Background: an optimization exercise with open tools, aiming at a short achievable clock period and few clock cycles. Do not read the settings as production practice.
Where RTL was checked, it was by simulation tests only, not by an equivalence proof against the original.

Design dlx_core, start of the top module:
module dlx_core (
   input  wire        clk,
   input  wire        arst_n,
   output wire        instr_rd_en,
   output wire [19:0] instr_addr,
   input  wire [31:0] instruction,
   output wire        data_rd_en,
   output wire        data_wr_en,
   output wire [31:0] data_addr,
   input  wire [31:0] data_read,
   output wire [31:0] data_write
);
   reg        rd_en_q;       
   reg [19:0] pc_f;          
   reg [19:0] pc_d;          
   reg [19:0] pc_d4;         
   reg        fv_q;          
   reg        fp_q;          
   reg [15:0] fp_imm;        
   reg        fh_q;          
   reg [3:0]  fidx_q;        
   reg        sk_v;
   reg [31:0] sk_w;
   reg [19:0] sk_pc, sk_pc4;
   reg        sk_fp;
   reg [15:0] sk_fpimm;
   reg        sk_fh;
   reg [3:0]  sk_fidx;
   reg        ir_v;
   reg [31:0] ir_w;
   reg [19:0] ir_pc, ir_pc4;
   reg        ir_fp;         
   reg [15:0] ir_fpimm;      
   reg        ir_bt;         
   reg [3:0]  ir_fidx;       
   reg [3:0]  bt_v;
   reg [19:0] bt_pc  [0:3];
   reg [19:0] bt_tgt [0:3];
   reg [15:0] bt_imm [0:3];
   reg [1:0]  bt_ptr;
   reg [7:0]  bt_cnt [0:3];
   reg [7:0]  bt_lim [0:3];
   reg [3:0]  bt_lv;
   reg        up_v, up_tk;
   reg [3:0]  up_idx;
   reg        al_q;
   reg [19:0] al_pc, al_tgt;
   reg [15:0] al_imm;
   reg        e_wr, e_load, e_store;
   reg [4:0]  e_rd;
   reg [31:0] e_a;           
   reg [31:0] e_ob;          
   reg [31:0] e_sd;          
   reg [31:0] e_imm;
   reg [31:0] e_za, e_zimm;   
   reg        e_addi;
   reg        e_sel_and, e_sel_or, e_sel_xor;
   reg        e_s_slt_d, e_s_slt_am, e_s_slt_bm;
   reg        e_s_add_d, e_s_add_am, e_s_add_bm, e_s_add_mm;
  ...
Settings: LEC_CHECK=0, ABC_CLOCK_PERIOD_IN_PS=2500, CAP_MARGIN=20, CORE_MARGIN=2, CORE_UTILIZATION=30, PLACE_DENSITY=0.45, SLEW_MARGIN=20, SYNTH_HIERARCHICAL=1, SYNTH_MINIMUM_KEEP_SIZE=0, TNS_END_PERCENT=100; clock period 9.0 ns.
standard.sh (not shown) runs the stock make flow with config.mk's settings and CLKGATE_MAP_FILE= SYNTH_SCRIPT=/design/flow/synth_recipe.tcl, a recipe that flattens the netlist after the stock synthesis.
==> flow/flow/run.sh <==
#!/bin/bash
# The standard layout (standard.sh), with timing repair asked to
# aim for more setup slack than the flow settings allow (margin 7 ns)
set -euo pipefail
bash standard.sh SETUP_SLACK_MARGIN=7 finish > flow_make.log 2>&1
The first run ended with an error in global routing (GRT-0232).
Testbench counts at the start, summed over its fixed seeds: cycles 22,041.
Edit:
==> flow/flow/run.sh (replaced) <==
#!/bin/bash
# The standard layout (standard.sh), with timing repair asked to
# aim for more setup slack than the flow settings allow (margin 6.3 ns)
set -euo pipefail
bash standard.sh SETUP_SLACK_MARGIN=6.3 finish > flow_make.log 2>&1
Result: The changed run finished with timing, DRC and antenna clean; synthesized cell count does not change; synthesized area does not change.


== JK ==
Another version of the RTL of dlx_core (not shown whole).
Size: roughly 1,400 flip-flops, about 150 I/O pins, about 67,000 um2 of cells after synthesis.
==> flow/design.v (excerpt) <==
module dlx_core (
   input  wire        clk,
   input  wire        arst_n,
   output wire        instr_rd_en,
   output wire [19:0] instr_addr,
   input  wire [31:0] instruction,
   output wire        data_rd_en,
   output wire        data_wr_en,
   output wire [31:0] data_addr,
   input  wire [31:0] data_read,
   output wire [31:0] data_write
);
clock: 9.0 ns
lec_check: 0
cap_margin: 20
core_margin: 2
core_utilization: 25
place_density: 0.4
slew_margin: 20
run.sh (not shown) runs the stock make flow with config.mk's settings and CLKGATE_MAP_FILE= SYNTH_SCRIPT=/design/flow/synth_recipe.tcl, a recipe that flattens the netlist after the stock synthesis.
Stock flow here: none of the scripts above is used.
Changes in MS relative to JK:
- an added ABC_CLOCK_PERIOD_IN_PS of 2500
- an added TNS_END_PERCENT of 100
- an added SETUP_SLACK_MARGIN of 5
Results
On setup slack: between MS and JK, it ends up higher for MS.
Final wirelength delta (MS − JK): unfavourable
Cell count along the critical path is lower on JK
No run of this note included a check of the RTL's function; only the layout flow was run.


## sierra
Another version of the RTL of dlx_core (not shown whole).
Size in the first run: ~11000 cells after synthesis, roughly 1600 flip-flops, roughly 150 I/O pins.
## dlx_core
module dlx_core (
   input  wire        clk,
   input  wire        arst_n,
   output wire        instr_rd_en,
   output wire [19:0] instr_addr,
   input  wire [31:0] instruction,
   output wire        data_rd_en,
   output wire        data_wr_en,
   output wire [31:0] data_addr,
   input  wire [31:0] data_read,
   output wire [31:0] data_write
);
   reg        rd_en_q;       
   reg [19:0] pc_f;          
   reg [19:0] pc_d;          
   reg [19:0] pc_d4;         
   reg        fv_q;          
   reg        fp_q;          
   reg [15:0] fp_imm;        
   reg [3:0]  bt_v;
   reg [19:0] bt_pc  [0:3];
   reg [19:0] bt_tgt [0:3];
   reg [15:0] bt_imm [0:3];
   reg [1:0]  bt_ptr;
   reg        al_q;
   reg [19:0] al_pc, al_tgt;
   reg [15:0] al_imm;
   reg        e_wr, e_load, e_store;
   reg [4:0]  e_rd;
   reg [31:0] e_a;           
   reg [31:0] e_ob;          
   reg [31:0] e_sd;          
   reg [31:0] e_imm;
   reg        e_addi;
   reg        e_sel_and, e_sel_or, e_sel_xor, e_sel_slt;
   reg        e_s_add_d, e_s_add_am, e_s_add_bm, e_s_add_mm;
   reg        e_s_sub_d, e_s_sub_am, e_s_sub_bm;
   reg        e_a_m, e_ob_m, e_sd_m;    
   reg        m_wr, m_load, m_store;
   reg [4:0]  m_rd;
   reg [31:0] m_res, m_sd;
   reg        w_wr, w_load;
   reg [4:0]  w_rd;
   reg [31:0] w_res;
   reg        w_rz;          
   wire [31:0] w_data = w_load ? data_read : w_res;
   wire [31:0] d_w     = instruction;
   wire [19:0] d_pc    = pc_d;
   wire [19:0] d_pc4   = pc_d4;
   wire        d_v     = fv_q;
   wire        d_fp    = fp_q;
   wire [15:0] d_fpimm = fp_imm;
   wire [5:0]  d_op   = d_w[31:26];
   wire [5:0]  d_fn   = d_w[5:0];
   wire [4:0]  d_rs1  = d_w[25:21];
   wire [4:0]  d_rs2  = d_w[20:16];
   wire [4:0]  d_rdr  = d_w[15:11];
   wire [31:0] d_imm  = {{16{d_w[15]}}, d_w[15:0]};
   wire d_rtype = (d_op == 6'h00);
   wire d_f_add = (d_fn == 6'h20);
   wire d_f_sub = (d_fn == 6'h22);
   wire d_f_and = (d_fn == 6'h24);
   wire d_f_or  = (d_fn == 6'h25);
  ...
==> flow/config.mk <==
export PLATFORM = sky130hd
export DESIGN_NAME = dlx_core
export DESIGN_NICKNAME = dlx_core
export VERILOG_FILES = /design/flow/design.v
export SDC_FILE = /design/flow/constraint.sdc
export NUM_CORES = 4
export LEC_CHECK = 0
export ABC_CLOCK_PERIOD_IN_PS = 2500
export CAP_MARGIN = 20
export CORE_MARGIN = 2
export CORE_UTILIZATION = 30
export PLACE_DENSITY = 0.45
export SLEW_MARGIN = 20
export SYNTH_HIERARCHICAL = 1
export SYNTH_MINIMUM_KEEP_SIZE = 0
export TNS_END_PERCENT = 100
==> flow/constraint.sdc <==
create_clock -name core_clock -period 9.0 [get_ports {clk}]
set_input_delay 1.8000 -clock core_clock [delete_from_list [all_inputs] [get_ports {clk}]]
set_output_delay 1.8000 -clock core_clock [all_outputs]
set_load 0.01 [all_outputs]
standard.sh (not shown) runs the stock make flow with config.mk's settings and CLKGATE_MAP_FILE= SYNTH_SCRIPT=/design/flow/synth_recipe.tcl, a recipe that flattens the netlist after the stock synthesis.
==> flow/flow/run.sh <==
#!/bin/bash
# The standard layout (standard.sh), with timing repair asked to
# aim for more setup slack than the flow settings allow (margin 6.3 ns)
set -euo pipefail
bash standard.sh SETUP_SLACK_MARGIN=6.3 finish > flow_make.log 2>&1
Testbench counts of sierra, summed over its fixed seeds: cycles 21,625.
### sierra -> garnet
Settings: an added SETUP_SLACK_MARGIN of 5.
==> flow/run.sh (new file) <==
#!/bin/bash
# synth_recipe.tcl (not shown) runs the flow's synth.tcl, then flattens the netlist and writes it again
# the make line also repeats each setting of config.mk as NAME=value (left out here)
make -C /OpenROAD-flow-scripts/flow DESIGN_CONFIG=/design/flow/config.mk WORK_HOME=/design/flow/orfs CLKGATE_MAP_FILE= SYNTH_SCRIPT=/design/flow/synth_recipe.tcl finish
removed: flow/flow/run.sh
removed: flow/standard.sh
==> results.txt <==
Summary of garnet over sierra: signal arrival time at the worst endpoint picked up an extra 560 ps, area of combinational cells with multiple inputs went down, fmax shows a reduction of 14%.
garnet -> sierra: DRC violation count after routing delta 0, exact match
Placeable core region: garnet vs sierra identical
Of the two values seen for start point of the critical path, instruction[23] was produced by sierra and instruction[19] by garnet.
Slew of the pin with the lowest slew margin (garnet over sierra): increase, 160 ps
The non-clock inverter instance count of the final layout in garnet sits about 6% below the value recorded for sierra.
Multi-input logic cell count: garnet vs sierra, no meaningful difference

[separate check: timing with driven ports]
In the flow no input, the clock included, has a driving cell. The finished layouts below were timed again as built, in two steps.
Step 1 sets driving cells, clkbuf_16 on the clock port and buf_2 on the other inputs (assumed; they add their load-dependent delay and slew).
Step 2 times the ports against the registers' clock, not the clock port: input delays grow and output delays shrink by t, the midpoint of the rising clock arrivals with the driver on.
Three values: no drivers, after step 1, after step 2; two values: the first two.
run	t, ns	setup slack, ns	worst hold slack (ns)
the second run of note 1	1.044	5.386 / 5.386 / 4.770	0.340 / 0.340 / 0.340
JK	0.944	3.214 / 3.214 / 2.462	0.353 / 0.353 / 0.353
MS	0.959	4.807 / 4.807 / 3.998	0.347 / 0.347 / 0.347
sierra	1.014	5.343 / 5.088 / 4.075	0.347 / 0.347 / 0.347
garnet	0.992	4.770 / 4.646 / 3.654	0.351 / 0.351 / 0.351
After both steps setup and hold are still met in every run listed. For sierra, which loses most, drivers alone change the setup slack by -0.255 ns; drivers and shift together by -1.268 ns.
